Context: an optimization exercise on an open-source flow, tuned for small area. The choices shown serve that exercise and are no tape-out recipe.
The RTL was checked by simulation tests, not by an equivalence proof against the original design.
No activity file was given, so power comes from the tool's default toggle rates.

Design reg_file_sb, start of the top module:
module reg_file_sb #(
   parameter int DATA_W = 32,
   parameter int ADDR_W = 5
) (
   input  logic              clk,
   input  logic              rst_n,
   input  logic [ADDR_W-1:0] ra1,
   input  logic [ADDR_W-1:0] ra2,
   output logic [DATA_W-1:0] rd1,
   output logic [DATA_W-1:0] rd2,
   input  logic              we,
   input  logic [ADDR_W-1:0] wa,
   input  logic [DATA_W-1:0] wd,
   input  logic              rsv,
   input  logic [ADDR_W-1:0] rsv_a,
   output logic              pend1,
   output logic              pend2,
   output logic              stall
);
Size in the first run: ~3600 cells after synthesis, ~120 I/O pins, ~43000 um^2 of cells after synthesis.
Settings: LEC_CHECK=0, CAP_MARGIN=20, CORE_MARGIN=2, CORE_UTILIZATION=40, CTS_BUF_LIST=sky130_fd_sc_hd__clkbuf_8, CTS_CLUSTER_DIAMETER=60, CTS_CLUSTER_SIZE=16, SETUP_SLACK_MARGIN=0.3, SLEW_MARGIN=20, SYNTH_HIERARCHICAL=1, SYNTH_MINIMUM_KEEP_SIZE=0; clock period 8.0 ns.
run.sh (not shown) runs the stock make flow with config.mk's settings and CLKGATE_MAP_FILE= SYNTH_SCRIPT=/design/flow/synth_recipe.tcl, a recipe that flattens the netlist after the stock synthesis.
Then changed:
==> flow/flow/run.sh (new file) <==
#!/bin/bash
# The standard ORFS layout with three changes:
#  * every combinational cell is set to drive strength 1 right after
#    floorplan (flow/downsize.tcl); placement repair and the timing repair
#    after CTS size up what needs it;
#  * the clock tree uses clkbuf_16 sink buffers over larger sink clusters and
#    no dummy loads;
#  * port buffers are buf_1 instead of clkdlybuf4s50_1.
# Each step's full log is under orfs/logs/; make's output goes to flow.log.
set -euo pipefail
HERE=$(pwd)
CTS="-sink_clustering_enable -repair_clock_nets -dont_use_dummy_load -sink_clustering_size 28 -sink_clustering_max_diameter 80 -buf_list sky130_fd_sc_hd__clkbuf_16"
bash standard.sh \
  "CTS_ARGS=$CTS" \
  "BUFFER_PORTS_ARGS=-buffer_cell sky130_fd_sc_hd__buf_1" \
  "POST_FLOORPLAN_TCL=$HERE/flow/downsize.tcl" \
  finish > flow.log 2>&1
==> flow/flow/downsize.tcl (new file) <==
# Set every combinational standard cell to the drive strength 1 variant of
# its family before placement. The placement and CTS repair steps then size
# up only the cells whose load, slew or timing needs it. Registers and
# physical-only cells keep their cells.
set n_down 0
foreach inst [get_cells *] {
  set ref [get_property $inst ref_name]
  if {![regexp {^(sky130_fd_sc_hd__([a-z0-9]+))_([0-9]+)$} $ref -> base fam drv]} {
    continue
  }
  if {[regexp {^(s?e?df|dl|tap|conb|fill|decap|diode|lpflow|probe)} $fam]} {
    continue
  }
  if {$drv <= 1} {
    continue
  }
  set cand [get_lib_cells -quiet */${base}_1]
  if {[llength $cand] == 0} {
    continue
  }
  if {[get_property [lindex $cand 0] dont_use]} {
    continue
  }
  replace_cell $inst [lindex $cand 0]
  incr n_down
}
puts "downsize: $n_down cells set to drive strength 1"
==> flow/standard.sh (new file) <==
#!/bin/bash
# synth_recipe.tcl (not shown) runs the flow's synth.tcl, then flattens the netlist and writes it again
# the make line also repeats each setting of config.mk as NAME=value (left out here)
make -C /OpenROAD-flow-scripts/flow DESIGN_CONFIG=/design/flow/config.mk WORK_HOME=/design/flow/orfs CLKGATE_MAP_FILE= SYNTH_SCRIPT=/design/flow/synth_recipe.tcl "${@:-finish}"
- CAP_MARGIN: 20 -> 0
- CTS_BUF_LIST: sky130_fd_sc_hd__clkbuf_8 -> not set
- CTS_CLUSTER_DIAMETER: 60 -> not set
- CTS_CLUSTER_SIZE: 16 -> not set
- SLEW_MARGIN: 20 -> 0
removed: flow/run.sh
Outcome:
- utilization falls by 1.8 points
- clock-buffer cell count shrinks by 47
- sequential cell count does not change
- sequential power stays flat
- register-to-register slack degrades by 0.07 ns
Then changed:
==> flow/run.sh (new file) <==
#!/bin/bash
# synth_recipe.tcl (not shown) runs the flow's synth.tcl, then flattens the netlist and writes it again
# the make line also repeats each setting of config.mk as NAME=value (left out here)
make -C /OpenROAD-flow-scripts/flow DESIGN_CONFIG=/design/flow/config.mk WORK_HOME=/design/flow/orfs CLKGATE_MAP_FILE= SYNTH_SCRIPT=/design/flow/synth_recipe.tcl finish
- CAP_MARGIN: 0 -> 20
- SLEW_MARGIN: 0 -> 20
removed: flow/flow/run.sh
removed: flow/flow/downsize.tcl
removed: flow/standard.sh
The new run ran to the end with no violations.
Power climbs by a quarter to a third.
Area after synthesis does not change.
Wire length drops by a few percent.
Via count climbs slightly.
Maximum frequency climbs by a few percent.
Global-route usage drops by 0.90 points.
Synthesized cell count is unchanged.
Core utilization climbs by 4.0 points.
Clock skew is unchanged.
Register-to-register slack is better by 0.06 ns.
Final cell count climbs by a few percent.
Then changed:
==> flow/flow/run.sh (new file) <==
#!/bin/bash
# The standard ORFS layout with three changes:
#  * every combinational cell is set to drive strength 1 right after
#    floorplan (flow/downsize.tcl); placement repair and the timing repair
#    after CTS size up what needs it;
#  * the clock tree uses clkbuf_16 sink buffers over larger sink clusters and
#    no dummy loads;
#  * port buffers are buf_1 instead of clkdlybuf4s50_1.
# Each step's full log is under orfs/logs/; make's output goes to flow.log.
set -euo pipefail
HERE=$(pwd)
CTS="-sink_clustering_enable -repair_clock_nets -dont_use_dummy_load -sink_clustering_size 28 -sink_clustering_max_diameter 80 -buf_list sky130_fd_sc_hd__clkbuf_16"
bash standard.sh \
  "CTS_ARGS=$CTS" \
  "BUFFER_PORTS_ARGS=-buffer_cell sky130_fd_sc_hd__buf_1" \
  "POST_FLOORPLAN_TCL=$HERE/flow/downsize.tcl" \
  finish > flow.log 2>&1
==> flow/flow/downsize.tcl (new file) <==
# Set every combinational standard cell to the drive strength 1 variant of
# its family before placement. The placement and CTS repair steps then size
# up only the cells whose load, slew or timing needs it. Registers and
# physical-only cells keep their cells.
set n_down 0
foreach inst [get_cells *] {
  set ref [get_property $inst ref_name]
  if {![regexp {^(sky130_fd_sc_hd__([a-z0-9]+))_([0-9]+)$} $ref -> base fam drv]} {
    continue
  }
  if {[regexp {^(s?e?df|dl|tap|conb|fill|decap|diode|lpflow|probe)} $fam]} {
    continue
  }
  if {$drv <= 1} {
    continue
  }
  set cand [get_lib_cells -quiet */${base}_1]
  if {[llength $cand] == 0} {
    continue
  }
  if {[get_property [lindex $cand 0] dont_use]} {
    continue
  }
  replace_cell $inst [lindex $cand 0]
  incr n_down
}
puts "downsize: $n_down cells set to drive strength 1"
==> flow/standard.sh (new file) <==
#!/bin/bash
# synth_recipe.tcl (not shown) runs the flow's synth.tcl, then flattens the netlist and writes it again
# the make line also repeats each setting of config.mk as NAME=value (left out here)
make -C /OpenROAD-flow-scripts/flow DESIGN_CONFIG=/design/flow/config.mk WORK_HOME=/design/flow/orfs CLKGATE_MAP_FILE= SYNTH_SCRIPT=/design/flow/synth_recipe.tcl "${@:-finish}"
removed: flow/run.sh
Routed wire length came out higher by 3.6%.
Design area came out lower by 8.5%.
Area after synthesis is unchanged.
Then changed:
- CORE_UTILIZATION: 40 -> 60
Result:
- The changed run ran to the end with no violations
- setup slack is better by 0.28 ns
- power climbs slightly
- fmax came out higher by a few percent
- wire length is lower slightly
- critical path depth drops by 1
- sequential cell count does not change

## separate check: timing with driven ports
Ports are ideal in the flow. The routed layouts listed here were re-timed in OpenROAD. Step 1 assumes that a clkbuf_16 drives the clock port and a buf_2 every other input. Step 2 times the ports against the registers' clock, not the clock port: input delays grow and output delays shrink by t, the midpoint of the rising clock arrivals with the driver on. Three values: ideal, step 1, step 2; two values: the first two.
run | shift t [ns] | setup WS [ns] | worst hold slack (ns) | clock arrival spread, ns
the first run | 0.837 | 0.749 / 0.728 / 0.728 | 0.477 / 0.477 / 0.477 | 0.068 / 0.067
the second run | 0.718 | 0.532 / 0.505 / 0.505 | 0.464 / 0.464 / 0.464 | 0.059 / 0.059
the third run | 0.770 | 0.745 / 0.724 / 0.724 | 0.471 / 0.471 / 0.471 | 0.053 / 0.053
the fourth run | 0.718 | 0.532 / 0.505 / 0.505 | 0.464 / 0.464 / 0.464 | 0.059 / 0.059
the fifth run | 0.707 | 0.812 / 0.746 / 0.746 | 0.473 / 0.473 / 0.473 | 0.071 / 0.071
After both steps every run listed still meets setup and hold. The setup slack of the fifth run, which loses most, moves by -0.066 ns with the drivers and by -0.066 ns with both steps.
